This is an optimization exercise on Yosys and OpenROAD, whose aim is a short achievable clock period and few clock cycles, not a production implementation.
In this exercise RTL edits were held to simulation tests only and were not proved equivalent to the original.
Power is estimated from default activity; no workload was simulated.

==> flow/design.v (excerpt) <==
module line_i_cache #(
    parameter int data_width  = 32,
    parameter int addr_width  = 32,
    parameter int entries     = 16,
    parameter int line_words  = 4,
    parameter int count_width = 32
) (
    input  logic                   clock,
    input  logic                   reset_n,
    input  logic                   flush,
    input  logic                   ir_addr_valid,
    output logic                   ir_addr_ready,
    input  logic [addr_width-1:0]  ir_addr,
    output logic                   ir_data_valid,
    input  logic                   ir_data_ready,
    output logic [data_width-1:0]  ir_data,
    output logic                   bus_ir_addr_valid,
    input  logic                   bus_ir_addr_ready,
    output logic [addr_width-1:0]  bus_ir_addr,
    input  logic                   bus_ir_data_valid,
    output logic                   bus_ir_data_ready,
    input  logic [data_width-1:0]  bus_ir_data,
    output logic [count_width-1:0] hit_count,
    output logic [count_width-1:0] miss_count
);
Size: about 11,000 cells after synthesis, roughly 4,700 flip-flops, ~200 I/O pins, about 0.17 mm^2 of cells after synthesis.
clock: 6.0 ns
lec_check: 0
abc_clock_period_in_ps: 1800
cap_margin: 20
core_margin: 2
core_utilization: 55
cts_cluster_diameter: 100
cts_cluster_size: 24
place_density: 0.65
setup_slack_margin: 4.2
slew_margin: 20
tns_end_percent: 10
run.sh (not shown) runs the stock make flow with config.mk's settings and CLKGATE_MAP_FILE= SYNTH_SCRIPT=/design/flow/synth_recipe.tcl, a recipe that flattens the netlist after the stock synthesis.
Testbench counts at the start, summed over its fixed seeds: cycles 16,096.
Then changed:
--- a/flow/design.v
+++ b/flow/design.v
@@ -259,22 +259,26 @@
         for (int i = 0; i < QD; i++)
             head_data = head_data | (q_data[i] & {data_width{q_head[i]}});
     end
     assign pop = head_ok && (nout_v || ir_data_ready);
     assign ir_data_valid = out_v;
     assign ir_data       = out_d;
     logic out_v_nx;
     assign out_v_nx = pop || (!nout_v && !ir_data_ready);
     always_ff @(posedge clock or negedge reset_n) begin
-        if (!reset_n) nout_v <= 1'b1;
-        else          nout_v <= !out_v_nx;
+        if (!reset_n) begin
+            out_v  <= 1'b0;
+            nout_v <= 1'b1;
+        end else begin
+            out_v  <= out_v_nx;
+            nout_v <= !out_v_nx;
+        end
     end
-    always_ff @(posedge clock) out_v <= out_v_nx;
     always_ff @(posedge clock or negedge reset_n) begin
         if (!reset_n) begin
             q_head <= {{(QD-1){1'b0}}, 1'b1};
             q_tail <= {{(QD-1){1'b0}}, 1'b1};
             q_occ  <= '0;
         end else begin
             if (pop)  q_head <= {q_head[QD-2:0], q_head[QD-1]};
             if (c_v)  q_tail <= {q_tail[QD-2:0], q_tail[QD-1]};
             q_occ <= (q_occ & ~(pop ? q_head : '0)) | (c_v ? q_tail : '0);
@@ -306,27 +310,28 @@
     assign alloc_rid_nx = alloc_rid + {{(RW-1){1'b0}}, miss};
     assign iss_rid_nx   = iss_rid + {{(RW-1){1'b0}},
                                      adv && have && iss_pos == OFF_W'(line_words - 1)};
     always_ff @(posedge clock or negedge reset_n) begin
         if (!reset_n) have <= 1'b0;
         else          have <= (iss_rid_nx != alloc_rid_nx);
     end
     assign adv   = nbav || bus_ir_addr_ready;
     assign bus_ir_addr_valid = bav;
-    always_ff @(posedge clock) bav <= adv ? have : !nbav;
     assign bus_ir_addr       = bad;
     always_ff @(posedge clock or negedge reset_n) begin
         if (!reset_n) begin
+            bav     <= 1'b0;
             nbav    <= 1'b1;
             iss_rid <= '0;
             iss_oh  <= {{(RD-1){1'b0}}, 1'b1};
             iss_pos <= '0;
         end else if (adv) begin
+            bav  <= have;
             nbav <= !have;
             if (have) begin
                 iss_pos <= iss_pos + 1'b1;
                 if (iss_pos == OFF_W'(line_words - 1)) begin
                     iss_rid <= iss_rid + 1'b1;
                     iss_oh  <= {iss_oh[RD-2:0], iss_oh[RD-1]};
                 end
             end
         end
@@ -334,43 +339,20 @@
     logic [addr_width-1:0] bad_h, bad_nx;
     assign bad_nx = {iss_a[addr_width-1:OFF_W], iss_a[OFF_W-1:0] + iss_pos};
     always_ff @(posedge clock or negedge reset_n) begin
         if (!reset_n)         bad_h <= '0;
         else if (adv && have) bad_h <= bad_nx;
     end
     always_ff @(posedge clock) begin
         bad <= (adv && have) ? bad_nx : bad_h;
     end
-    logic [addr_width-1:0] nret_a;
-    logic [IDX_W-1:0]      cur_idx;
-    logic [OFF_W-1:0]      cur_w;
-    logic [entries-1:0]    cur_loh;
-    logic [line_words-1:0] cur_woh;
-    logic [addr_width-1:0] ld_a;
-    logic                  ld;
-    always_comb begin
-        nret_a = '0;
-        for (int r = 0; r < RD; r++)
-            nret_a = nret_a | (rf[r] & {addr_width{ret_oh[(r + RD - 1) % RD]}});
-    end
-    assign ld   = bus_ir_data_valid ? (ret_pos == OFF_W'(line_words - 1)) : (ret_pos == '0);
-    assign ld_a = bus_ir_data_valid ? nret_a : ret_a;
-    always_ff @(posedge clock) begin
-        if (ld) begin
-            cur_idx <= ld_a[SLOT_W-1:OFF_W];
-            cur_w   <= ld_a[OFF_W-1:0];
-            for (int i = 0; i < entries; i++)    cur_loh[i] <= (ld_a[SLOT_W-1:OFF_W] == i);
-            for (int w = 0; w < line_words; w++) cur_woh[w] <= (ld_a[OFF_W-1:0] == w);
-        end else if (bus_ir_data_valid) begin
-            cur_w   <= cur_w + 1'b1;
-            cur_woh <= {cur_woh[line_words-2:0], cur_woh[line_words-1]};
-        end
-    end
+    logic [OFF_W-1:0] ret_w;
+    assign ret_w = ret_a[OFF_W-1:0] + ret_pos;
     assign bus_ir_data_ready = 1'b1;
     always_ff @(posedge clock or negedge reset_n) begin
         if (!reset_n) wr_v <= 1'b0;
         else          wr_v <= bd_v && bd_latest && !(miss && |(b_loh & bd_loh));
     end
     always_ff @(posedge clock) begin
         wr_slot <= bd_slot;
         wr_soh  <= bd_soh;
     end
@@ -388,25 +370,25 @@
                     ret_rid <= ret_rid + 1'b1;
                     ret_oh  <= {ret_oh[RD-2:0], ret_oh[RD-1]};
                 end
             end
         end
     end
     always_ff @(posedge clock) begin
         bd_d   <= bus_ir_data;
         for (int g = 0; g < NGRP; g++)
-            if (bus_ir_data_valid && cur_idx[IDX_W-1:IDX_W-2] == g) bd_dg[g] <= bus_ir_data;
+            if (bus_ir_data_valid && ret_a[SLOT_W-1:SLOT_W-2] == g) bd_dg[g] <= bus_ir_data;
         bd_rid <= ret_rid;
         bd_pos <= ret_pos;
-        bd_idx <= cur_idx;
-        bd_w   <= cur_w;
-        for (int k = 0; k < NSLOT; k++)   bd_soh[k] <= cur_loh[k / line_words] && cur_woh[k % line_words];
-        bd_loh <= cur_loh;
+        bd_idx <= ret_a[SLOT_W-1:OFF_W];
+        bd_w   <= ret_w;
+        for (int k = 0; k < NSLOT; k++)   bd_soh[k] <= ({ret_a[SLOT_W-1:OFF_W], ret_w} == k);
+        for (int i = 0; i < entries; i++) bd_loh[i] <= (ret_a[SLOT_W-1:OFF_W] == i);
     end
     logic k_hit, k_miss;
     logic h_sat, m_sat;              
     logic [count_width-1:0] hit_inc, miss_inc;
     logic [count_width-1:0] hc_n, mc_n;       
     logic [count_width-1:0] hc, mc, hc_nx, mc_nx;
     assign hc = ~hc_n;
     assign mc = ~mc_n;
     always_comb begin
Global-route usage climbs by 0.58 points.
Critical path depth stays the same.
Cell area shrinks by about 0.4%.
Core utilization increases by 0.32 points.
Total power fell by 5.1%.
Worst setup slack degrades by 0.029 ns.
Synthesized cell count went down by about 0.7%.
Non-clock buffer count rises by 23.
First-iteration DRC count decreases by 11%.
Clock-buffer cell count shrinks by 14.
Testbench counts after the change, summed over its fixed seeds: cycles 16,096.

[static timing again, ports no longer ideal]
The flow's constraints put no driver on any port. The routed layouts listed below were extracted and timed again, unchanged, in two steps.
Step 1 assumes that a clkbuf_16 drives the clock port and a buf_2 every other input.
Step 2 moves the port delays by t, midway between the first and last clock arrival at a register: inputs arrive t later, outputs are due t later. That takes back most of the time a late clock gives input paths.
Three values: ideal ports, drivers, drivers and shift; two values: the first two.
run	t, ns	setup WS [ns]	worst setup path at the end	worst register clock-pin slew, ns	pins driven straight from the clock port
the first run	1.057	3.296 / 3.184 / 2.806	input to register	0.11 / 0.11	1
the second run	1.031	3.267 / 3.163 / 2.979	input to register	0.11 / 0.11	1
After both steps setup and hold are still met in every run listed. For the first run, which loses most, drivers alone change the setup slack by -0.112 ns; drivers and shift together by -0.490 ns.
